What follows belongs to an exercise in optimizing a design on an open flow for small area and a short achievable clock period; a production flow would make more cautious choices. In this exercise RTL edits were held to simulation tests only and were not proved equivalent to the original. Power is estimated from default activity; no workload was simulated.

## raw_to_rgb_top
module raw_to_rgb_top
(
    input  logic       clk,
    input  logic       rst_n,
    input  logic       vsync,
    input  logic       href,
    input  logic       hsync,
    input  logic [1:0] mirror,
    input  demosaic_pkg::pixel_t     raw,
    output logic       post_vsync,
    output logic       post_href,
    output logic       post_hsync,
    output demosaic_pkg::pixel_t     red,
    output demosaic_pkg::pixel_t     green,
    output demosaic_pkg::pixel_t     blue
);
    logic    href_q;
    logic    line_end;
    logic    frame_start;
    demosaic_pkg::row_t    row;                        
    demosaic_pkg::col_t    col;
    demosaic_pkg::row_t    row_nxt;
    demosaic_pkg::col_t    col_nxt;
    demosaic_pkg::pixel_t  raw_q;                      
    logic [1:0]            mirror_q;
    demosaic_pkg::pixel_t  c;                          
    demosaic_pkg::pixel_t  c_out;                      
    demosaic_pkg::pair_t   h1, v1, h2, v2, da, db;
    frame_ctrl frame_ctrl_i (
        .clk         (clk),
        .rst_n       (rst_n),
        .vsync       (vsync),
        .href        (href),
        .hsync       (hsync),
        .href_q      (href_q),
        .line_end    (line_end),
        .frame_start (frame_start),
        .post_vsync  (post_vsync),
        .post_href   (post_href),
        .post_hsync  (post_hsync)
    );
    position_counter position_counter_i (
        .clk         (clk),
        .href        (href),
        .line_end    (line_end),
        .frame_start (frame_start),
        .row         (row),
        .col         (col),
        .row_nxt     (row_nxt),
        .col_nxt     (col_nxt)
    );
    always_ff @(posedge clk)
    begin
        raw_q    <= raw;
        mirror_q <= mirror;                            
    end
    window_5x5 window_5x5_i (
        .clk   (clk),
  ...
Size in the first run: about 2200 cells after synthesis, roughly 1200 flip-flops, about 43000 µm² of cells after synthesis.
clock: 7.5 ns
lec_check: 0
cap_margin: 20
core_margin: 2
core_utilization: 65
cts_cluster_diameter: 60
cts_cluster_size: 24
place_density: 0.75
setup_slack_margin: 4.9
slew_margin: 20
run.sh (not shown) runs the stock make flow with config.mk's settings and CLKGATE_MAP_FILE= SYNTH_SCRIPT=/design/flow/synth_recipe.tcl, a recipe that flattens the netlist after the stock synthesis.
The first run went through all stages and came out clean.
Edit:
--- a/flow/config.mk
+++ b/flow/config.mk
@@ -10 +10 @@
-export CORE_UTILIZATION = 65
+export CORE_UTILIZATION = 70
@@ -13,2 +13,2 @@
-export PLACE_DENSITY = 0.75
-export SETUP_SLACK_MARGIN = 4.9
+export PLACE_DENSITY = 0.8
+export SETUP_SLACK_MARGIN = 5.0
After rerunning:
- synthesized area does not change
- wire length climbs by 5.1%
- cell area came out lower by 0.56%
- cell count shrinks by 2.3%
- clock power fell by 8.8%
- sequential cell count is unchanged
- first-iteration DRC count is lower by 6.6%
- sequential share of layout area rose by 0.44 points
Edit:
--- a/flow/config.mk
+++ b/flow/config.mk
@@ -10 +10 @@
-export CORE_UTILIZATION = 70
+export CORE_UTILIZATION = 65
@@ -13 +13 @@
-export PLACE_DENSITY = 0.8
+export PLACE_DENSITY = 0.75
@@ -15,0 +16 @@
+export TNS_END_PERCENT = 5
=> Count of clock-buffer cells in the layout falls by 2. Final cell count climbs by 1.9%. Wire length is lower by about 6%. Total power falls by 2.9%. Design area came out lower by about 0.9%. Critical path depth is unchanged.
Edit:
--- a/flow/config.mk
+++ b/flow/config.mk
@@ -11,2 +11,3 @@
-export CTS_CLUSTER_DIAMETER = 60
-export CTS_CLUSTER_SIZE = 24
+export CTS_BUF_LIST = sky130_fd_sc_hd__clkbuf_8
+export CTS_CLUSTER_DIAMETER = 50
+export CTS_CLUSTER_SIZE = 16
@@ -16 +17 @@
-export TNS_END_PERCENT = 5
+export TNS_END_PERCENT = 0
What happened: Maximum frequency went down by 2.6%. First-iteration DRC count rises by 17%. Worst hold slack is about the same. Total power is lower by 2.4%. Wire length goes down by 1.4%.
Edit:
--- a/flow/config.mk
+++ b/flow/config.mk
@@ -11,3 +11,2 @@
-export CTS_BUF_LIST = sky130_fd_sc_hd__clkbuf_8
-export CTS_CLUSTER_DIAMETER = 50
-export CTS_CLUSTER_SIZE = 16
+export CTS_CLUSTER_DIAMETER = 60
+export CTS_CLUSTER_SIZE = 24
@@ -17 +16 @@
-export TNS_END_PERCENT = 0
+export TNS_END_PERCENT = 30
Effect: Maximum frequency grows by about 2.6%. Wire length goes up by 1.9%. Clock-buffer cell count goes down by 9. Sequential share of layout area fell by 1.4 points. Die area stays the same. Cell count falls by 0.66%. Non-clock buffer count rose by 48. Register-to-register slack is better by 0.07 ns.
Edit:
--- a/flow/config.mk
+++ b/flow/config.mk
@@ -16 +15,0 @@
-export TNS_END_PERCENT = 30
The new run produced a clean layout.
Via count rises by 1.1%.
Setup slack gains 0.038 ns.
Wire length rises by 1.1%.
Clock-buffer cell count falls by 2.
Design area rises by 0.70%.
First-iteration DRC count falls by 7.3%.
Final cell count rises by 0.33%.

Starting RTL as in the previous note.
==> flow/config.mk <==
export PLATFORM = sky130hd
export DESIGN_NAME = raw_to_rgb_top
export DESIGN_NICKNAME = raw_to_rgb_top
export VERILOG_FILES = /design/flow/design.v
export SDC_FILE = /design/flow/constraint.sdc
export NUM_CORES = 4
export LEC_CHECK = 0
export CAP_MARGIN = 20
export CORE_MARGIN = 2
export CORE_UTILIZATION = 65
export CTS_BUF_LIST = sky130_fd_sc_hd__clkbuf_8 sky130_fd_sc_hd__clkbuf_16
export CTS_CLUSTER_DIAMETER = 60
export CTS_CLUSTER_SIZE = 24
export PLACE_DENSITY = 0.75
export SETUP_SLACK_MARGIN = 5.0
export SLEW_MARGIN = 20
export TNS_END_PERCENT = 0
==> flow/constraint.sdc <==
create_clock -name core_clock -period 7.5 [get_ports {clk}]
set_input_delay 1.5000 -clock core_clock [delete_from_list [all_inputs] [get_ports {clk}]]
set_output_delay 1.5000 -clock core_clock [all_outputs]
set_load 0.01 [all_outputs]
The baseline completed without violations.
Next try:
CTS_BUF_LIST = unset   (was sky130_fd_sc_hd__clkbuf_8 sky130_fd_sc_hd__clkbuf_16)
After rerunning: Sequential power stays flat; final area is unchanged; global-route usage is unchanged; worst hold slack stays flat.
Next try:
CTS_CLUSTER_SIZE = 30   (was 24)
TNS_END_PERCENT = unset   (was 0)
What happened:
- cell area goes up by 2.8%
- synthesized area does not change
- worst setup slack is worse by 0.013 ns

[what the ideal ports hide]
The flow's constraints put no driver on any port. The routed layouts listed below were extracted and timed again, unchanged, in two steps. Step 1 assumes that a clkbuf_16 drives the clock port and a buf_2 every other input. Step 2 also shifts input and output timing later by t, the mid clock arrival at the registers, as if the neighbouring blocks saw the same clock. a / b / c = no drivers / after step 1 / after step 2; a / b = the first two.
| run | t, ns | setup WS [ns] | latest minus earliest clock arrival (ns) | worst register clock-pin slew, ns |
|---|---|---|---|---|
| the first run of note 1 | 0.702 | 4.846 / 4.784 / 4.357 | 0.029 / 0.029 | 0.09 / 0.09 |
| the second run of note 1 | 0.691 | 4.817 / 4.790 / 4.479 | 0.026 / 0.026 | 0.10 / 0.10 |
| the third run of note 1 | 0.686 | 4.837 / 4.799 / 4.289 | 0.028 / 0.028 | 0.09 / 0.09 |
| the fourth run of note 1 | 0.770 | 4.766 / 4.720 / 4.102 | 0.038 / 0.039 | 0.11 / 0.11 |
| the fifth run of note 1 | 0.683 | 4.834 / 4.802 / 4.450 | 0.027 / 0.027 | 0.09 / 0.09 |
| the sixth run of note 1 | 0.685 | 4.873 / 4.810 / 4.443 | 0.031 / 0.031 | 0.10 / 0.10 |
| the first run of note 2 | 0.682 | 4.833 / 4.814 / 4.239 | 0.025 / 0.026 | 0.09 / 0.09 |
| the second run of note 2 | 0.682 | 4.843 / 4.816 / 4.234 | 0.026 / 0.026 | 0.09 / 0.09 |
| the third run of note 2 | 0.714 | 4.830 / 4.768 / 4.415 | 0.038 / 0.038 | 0.11 / 0.11 |
After both steps setup and hold are still met in every run listed. For the fourth run of note 1, which loses most, drivers alone change the setup slack by -0.046 ns; drivers and shift together by -0.664 ns.
